Context: an optimization exercise on an open-source flow, tuned for small area, a short achievable clock period and few clock cycles per item. The choices shown serve that exercise and are no tape-out recipe. RTL that was checked went through simulation tests only; none was proved equivalent to the original. Power figures rest on the tool's default switching activity, not on a simulated workload.

Setup of garnet:
## mp_mul_sched
module mp_mul_sched #(
    parameter int WIDTH = rsa_pkg::DEF_WIDTH,
    parameter int LIMBS = rsa_pkg::DEF_LIMBS
) (
    input  logic                     clk,
    input  logic                     rst,
    input  logic                     start,
    input  logic [LIMBS*WIDTH-1:0]   op_a,
    input  logic [LIMBS*WIDTH-1:0]   op_b,
    output logic                     busy,
    output logic                     done,
    output logic [2*LIMBS*WIDTH-1:0] result,
    output logic [WIDTH-1:0]         mul_a,
    output logic [WIDTH-1:0]         mul_b,
    input  logic [WIDTH-1:0]         mul_lo,
    input  logic [WIDTH-1:0]         mul_hi
);
    localparam int OPW   = LIMBS * WIDTH;
    localparam int NPAIR = LIMBS * LIMBS;
    localparam int FIRST = 4;                  
    localparam int LAST  = NPAIR + FIRST - 1;  
    localparam int CW    = $clog2(LAST + 2);
    logic                     busy_q, done_q;
    logic [CW-1:0]            cnt_q;
    logic                     sh_q, m_q, z_q;
    logic [OPW-1:0]           ar_q;
    logic [OPW-1:0]           b_q;
    logic [(LIMBS-1)*WIDTH-1:0] fifo_q;
    logic [WIDTH-1:0]         cy_q;
    logic [WIDTH:0]           u_q;
    logic [WIDTH-1:0]         h_q;
    logic [WIDTH-1:0]         pop_n, ua, cz, push, hi, h1, h2, h2t, hs0, hs1;
    logic [WIDTH:0]           u_n, lsum;
    function automatic logic [WIDTH:0] pp_add(input logic [WIDTH-1:0] a,
                                              input logic [WIDTH-1:0] b);
        logic [WIDTH-1:0] g, p, gn, pn;
        g = a & b;
        p = a ^ b;
        for (int d = 1; d < WIDTH; d = d * 2) begin
            gn = g;
            pn = p;
            for (int i = d; i < WIDTH; i++) begin
                gn[i] = g[i] | (p[i] & g[i-d]);
                pn[i] = p[i] & p[i-d];
            end
  ...
==> module mp_mul_sched, before the edit <==
module mp_mul_sched #(
    parameter int WIDTH = rsa_pkg::DEF_WIDTH,
    parameter int LIMBS = rsa_pkg::DEF_LIMBS
) (
    input  logic                     clk,
    input  logic                     rst,
    input  logic                     start,
    input  logic [LIMBS*WIDTH-1:0]   op_a,
    input  logic [LIMBS*WIDTH-1:0]   op_b,
    output logic                     busy,
    output logic                     done,
    output logic [2*LIMBS*WIDTH-1:0] result,
    output logic [WIDTH-1:0]         mul_a,
    output logic [WIDTH-1:0]         mul_b,
    input  logic [WIDTH-1:0]         mul_lo,
    input  logic [WIDTH-1:0]         mul_hi
);
    localparam int OPW   = LIMBS * WIDTH;
    localparam int NPAIR = LIMBS * LIMBS;
    localparam int FIRST = 4;                  
    localparam int LAST  = NPAIR + FIRST - 1;  
    localparam int CW    = $clog2(LAST + 2);
    logic                     busy_q, done_q;
    logic [CW-1:0]            cnt_q;
    logic                     sh_q, m_q, z_q;
    logic [OPW-1:0]           ar_q;
    logic [OPW-1:0]           b_q;
    logic [(LIMBS-1)*WIDTH-1:0] fifo_q;
    logic [WIDTH-1:0]         cy_q;
    logic [WIDTH:0]           u_q;
    logic [WIDTH-1:0]         h_q;
    logic [WIDTH-1:0]         pop_n, ua, cz, push, hi, h1, h2, h2t, hs0, hs1;
    logic [WIDTH:0]           u_n, lsum;
    function automatic logic [WIDTH:0] pp_add(input logic [WIDTH-1:0] a,
                                              input logic [WIDTH-1:0] b);
        logic [WIDTH-1:0] g, p, gn, pn;
        g = a & b;
        p = a ^ b;
        for (int d = 1; d < WIDTH; d = d * 2) begin
            gn = g;
            pn = p;
            for (int i = d; i < WIDTH; i++) begin
                gn[i] = g[i] | (p[i] & g[i-d]);
                pn[i] = p[i] & p[i-d];
            end
            g = gn;
            p = pn;
        end
        pp_add = {g[WIDTH-1], (a ^ b) ^ {g[WIDTH-2:0], 1'b0}};
    endfunction
    function automatic logic [WIDTH-1:0] pp_inc(input logic [WIDTH-1:0] a);
        logic [WIDTH-1:0] c, cn;
        c = {a[WIDTH-2:0], 1'b1};
        for (int d = 1; d < WIDTH; d = d * 2) begin
            cn = c;
            for (int i = d; i < WIDTH; i++) cn[i] = c[i] & c[i-d];
            c = cn;
        end
        pp_inc = a ^ c;
    endfunction
    always_ff @(posedge clk) begin
        if (rst) begin
            busy_q <= 1'b0;
            done_q <= 1'b0;
            cnt_q  <= '0;
            sh_q   <= 1'b0;
            m_q    <= 1'b0;
            z_q    <= 1'b0;
        end else if (start && !busy_q) begin
            busy_q <= 1'b1;
            done_q <= 1'b0;
            cnt_q  <= CW'(1);
            sh_q   <= 1'b0;
            m_q    <= 1'b1;
            z_q    <= 1'b1;
        end else if (busy_q) begin
            cnt_q  <= cnt_q + CW'(1);
            sh_q   <= (cnt_q >= CW'(FIRST - 1)) && (cnt_q < CW'(LAST - LIMBS + 1)) &&
                      (((cnt_q + CW'(1) - CW'(FIRST)) % LIMBS) == 0);
            m_q    <= (cnt_q < CW'(FIRST - 1)) ||
                      (((cnt_q + CW'(1) - CW'(FIRST)) % LIMBS) == 0);
            z_q    <= cnt_q < CW'(FIRST);
            if (cnt_q == CW'(LAST)) begin
                busy_q <= 1'b0;
                done_q <= 1'b1;
            end
        end else begin
            done_q <= 1'b0;
        end
    end
    always_comb begin
        pop_n = fifo_q[2*WIDTH-1:WIDTH];
        u_n   = pp_add(mul_lo, pop_n);
        ua    = m_q ? '0 : u_q[WIDTH-1:0];
        cz    = z_q ? '0 : cy_q;
        lsum  = pp_add(ua, cz);
        push  = lsum[WIDTH-1:0];
        h1    = pp_inc(h_q);
        h2t   = pp_inc({1'b0, h_q[WIDTH-1:1]});
        h2    = {h2t[WIDTH-2:0], h_q[0]};
        hs0   = u_q[WIDTH] ? h1 : h_q;
        hs1   = u_q[WIDTH] ? h2 : h1;
        hi    = lsum[WIDTH] ? hs1 : hs0;
    end
    always_ff @(posedge clk) begin
        u_q <= u_n;
        h_q <= mul_hi;
        if (!busy_q) b_q <= op_b;
        else         b_q <= {b_q[WIDTH-1:0], b_q[OPW-1:WIDTH]};
        if (!busy_q) begin
            if (start) ar_q <= op_a;
        end else begin
            if (sh_q) ar_q <= {u_q[WIDTH-1:0], ar_q[OPW-1:WIDTH]};
            begin
                fifo_q <= {push, fifo_q[(LIMBS-1)*WIDTH-1:WIDTH]};
                cy_q   <= hi;
            end
        end
    end
    assign busy   = busy_q;
    assign done   = done_q;
    assign result = {cy_q, fifo_q, ar_q};
    assign mul_a  = ar_q[WIDTH-1:0];
    assign mul_b  = b_q[WIDTH-1:0];
endmodule
Settings: LEC_CHECK=0, ABC_CLOCK_PERIOD_IN_PS=2000, CAP_MARGIN=20, CORE_MARGIN=2, CORE_UTILIZATION=60, SETUP_SLACK_MARGIN=4.1, SLEW_MARGIN=20; clock period 7.0 ns.
standard.sh (not shown) runs the stock make flow with config.mk's settings and CLKGATE_MAP_FILE= SYNTH_SCRIPT=/design/flow/synth_recipe.tcl, a recipe that flattens the netlist after the stock synthesis.
==> flow/flow/run.sh <==
#!/bin/bash
# Standard layout, with every port buffered by the smallest buffer cell and a
# clock tree of fewer, larger sink clusters without dummy loads.
set -euo pipefail
bash standard.sh 'BUFFER_PORTS_ARGS=-buffer_cell sky130_fd_sc_hd__buf_1' \
  'CTS_ARGS=-sink_clustering_enable -repair_clock_nets -buf_list {sky130_fd_sc_hd__clkbuf_8} -sink_clustering_size 16 -sink_clustering_max_diameter 60 -dont_use_dummy_load' \
  finish > layout.log 2>&1
Relative to garnet, the following input files were edited for pepper:
diff --git a/flow/design.v b/flow/design.v
--- a/flow/design.v
+++ b/flow/design.v
@@ -65,18 +65,19 @@
     localparam int FIRST = 4;                  
     localparam int LAST  = NPAIR + FIRST - 1;  
     localparam int CW    = $clog2(LAST + 2);
     logic                     busy_q, done_q;
     logic [CW-1:0]            cnt_q;
-    logic                     sh_q, m_q, z_q;
+    logic                     acc_q, sh_q, m_q, pm_q, z_q;
     logic [OPW-1:0]           ar_q;
     logic [OPW-1:0]           b_q;
     logic [(LIMBS-1)*WIDTH-1:0] fifo_q;
     logic [WIDTH-1:0]         cy_q;
     logic [WIDTH:0]           u_q;
     logic [WIDTH-1:0]         h_q;
-    logic [WIDTH-1:0]         pop_n, ua, cz, push, hi, h1, h2, h2t, hs0, hs1;
+    logic [WIDTH-1:0]         pop_n, ua, cz, push, hi, h1, h2, hs0, hs1;
+    logic [WIDTH-2:0]         hc;
     logic [WIDTH:0]           u_n, lsum;
     function automatic logic [WIDTH:0] pp_add(input logic [WIDTH-1:0] a,
                                               input logic [WIDTH-1:0] b);
         logic [WIDTH-1:0] g, p, gn, pn;
         g = a & b;
@@ -91,60 +92,64 @@
             g = gn;
             p = pn;
         end
         pp_add = {g[WIDTH-1], (a ^ b) ^ {g[WIDTH-2:0], 1'b0}};
     endfunction
-    function automatic logic [WIDTH-1:0] pp_inc(input logic [WIDTH-1:0] a);
-        logic [WIDTH-1:0] c, cn;
-        c = {a[WIDTH-2:0], 1'b1};
-        for (int d = 1; d < WIDTH; d = d * 2) begin
-            cn = c;
-            for (int i = d; i < WIDTH; i++) cn[i] = c[i] & c[i-d];
-            c = cn;
-        end
-        pp_inc = a ^ c;
+    function automatic logic [WIDTH-1:0] pp_and(input logic [WIDTH-1:0] a);
+        logic [WIDTH-1:0] c;
+        c = a;
+        for (int l = 0; (1 << l) < WIDTH; l++)
+            for (int i = 0; i < WIDTH; i++)
+                if ((i >> l) & 1) c[i] = c[i] & c[((i >> l) << l) - 1];
+        pp_and = c;
     endfunction
     always_ff @(posedge clk) begin
         if (rst) begin
             busy_q <= 1'b0;
             done_q <= 1'b0;
             cnt_q  <= '0;
+            acc_q  <= 1'b0;
             sh_q   <= 1'b0;
             m_q    <= 1'b0;
+            pm_q   <= 1'b0;
             z_q    <= 1'b0;
         end else if (start && !busy_q) begin
             busy_q <= 1'b1;
             done_q <= 1'b0;
             cnt_q  <= CW'(1);
+            acc_q  <= 1'b0;
             sh_q   <= 1'b0;
-            m_q    <= 1'b1;
-            z_q    <= 1'b1;
+            m_q    <= 1'b0;
+            pm_q   <= 1'b1;
+            z_q    <= 1'b0;
         end else if (busy_q) begin
             cnt_q  <= cnt_q + CW'(1);
+            acc_q  <= (cnt_q >= CW'(FIRST - 1)) && (cnt_q < CW'(LAST));
             sh_q   <= (cnt_q >= CW'(FIRST - 1)) && (cnt_q < CW'(LAST - LIMBS + 1)) &&
                       (((cnt_q + CW'(1) - CW'(FIRST)) % LIMBS) == 0);
-            m_q    <= (cnt_q < CW'(FIRST - 1)) ||
-                      (((cnt_q + CW'(1) - CW'(FIRST)) % LIMBS) == 0);
-            z_q    <= cnt_q < CW'(FIRST);
+            m_q    <= ((cnt_q + CW'(1) - CW'(FIRST)) % LIMBS) == 0;
+            pm_q   <= cnt_q < CW'(FIRST - 2 + LIMBS);
+            z_q    <= cnt_q == CW'(FIRST - 1);
             if (cnt_q == CW'(LAST)) begin
                 busy_q <= 1'b0;
                 done_q <= 1'b1;
             end
         end else begin
             done_q <= 1'b0;
+            acc_q  <= 1'b0;
         end
     end
     always_comb begin
-        pop_n = fifo_q[2*WIDTH-1:WIDTH];
+        pop_n = pm_q ? '0 : fifo_q[2*WIDTH-1:WIDTH];
         u_n   = pp_add(mul_lo, pop_n);
         ua    = m_q ? '0 : u_q[WIDTH-1:0];
         cz    = z_q ? '0 : cy_q;
         lsum  = pp_add(ua, cz);
         push  = lsum[WIDTH-1:0];
-        h1    = pp_inc(h_q);
-        h2t   = pp_inc({1'b0, h_q[WIDTH-1:1]});
-        h2    = {h2t[WIDTH-2:0], h_q[0]};
+        hc    = pp_and({h_q[WIDTH-2:1], 1'b1});
+        h1    = h_q ^ {hc & {(WIDTH-1){h_q[0]}}, 1'b1};
+        h2    = h_q ^ {hc, 1'b0};
         hs0   = u_q[WIDTH] ? h1 : h_q;
         hs1   = u_q[WIDTH] ? h2 : h1;
         hi    = lsum[WIDTH] ? hs1 : hs0;
     end
     always_ff @(posedge clk) begin
@@ -154,11 +159,11 @@
         else         b_q <= {b_q[WIDTH-1:0], b_q[OPW-1:WIDTH]};
         if (!busy_q) begin
             if (start) ar_q <= op_a;
         end else begin
             if (sh_q) ar_q <= {u_q[WIDTH-1:0], ar_q[OPW-1:WIDTH]};
-            begin
+            if (acc_q) begin
                 fifo_q <= {push, fifo_q[(LIMBS-1)*WIDTH-1:WIDTH]};
                 cy_q   <= hi;
             end
         end
     end
--- outcome ---
| number of non-clock inverters in the layout | pepper vs garnet | 4 lower |
Combinational cell fraction of total power in pepper is 6.8 points lower than in garnet
Compared pepper vs garnet, and number of setup buffers added after CTS is down in pepper.
Multiplexer share of the synthesized area of garnet is on par with pepper.
a2111oi_4 as the worst-path cell with the longest stage delay was reported by garnet, and dfxtp_4 by pepper.
garnet gets by with fewer registers than pepper.
Total power density per cell area was lower in the run labelled pepper.
STATUS total standard cell area after synthesis: pepper loses against garnet
Compare garnet and pepper | share of layout cells above drive strength 1 higher: garnet
In the tables for garnet and pepper, routed wire length reads lower with pepper.
Sort garnet and pepper by length of the first detailed-routing pass in iterations, descending, and pepper comes first.
pepper vs garnet: area overhead of the layout relative to synthesis down in pepper
Between garnet and pepper, number of logic stages on the critical path including buffering decreased.
Looking at delay of the slowest critical-path stage, pepper sits 0.15 ns above garnet.
Testbench counts of pepper, summed over its fixed seeds: cycles 19,200, items 960.
For garnet, only the layout was checked, not whether the RTL still works.

-- static timing again, ports no longer ideal --
The results above use ideal ports. As a check the final layouts listed here were re-extracted and re-timed, cells and wires unchanged. Step 1, drivers: a clkbuf_16 drives clk and a buf_2 each remaining input, both assumed. Step 2, shift: input delay + t, output delay - t, t = (earliest + latest rising clock arrival at the registers) / 2. This alone moves slack from input paths to output paths. Slacks: ideal ports / drivers / drivers and shift; pairs: ideal ports / drivers.
| run | shift t [ns] | slack for setup (ns) | worst setup path at the end | worst slew at a driven data input, ns |
|---|---|---|---|---|
| garnet | 0.607 | 3.728 / 3.712 / 3.105 | input to register | 0.22 |
| pepper | 0.599 | 3.789 / 3.789 / 3.528 | input to register | 0.22 |
After both steps every run listed still meets setup and hold. For garnet, which loses most, drivers alone change the setup slack by -0.016 ns; drivers and shift together by -0.623 ns.
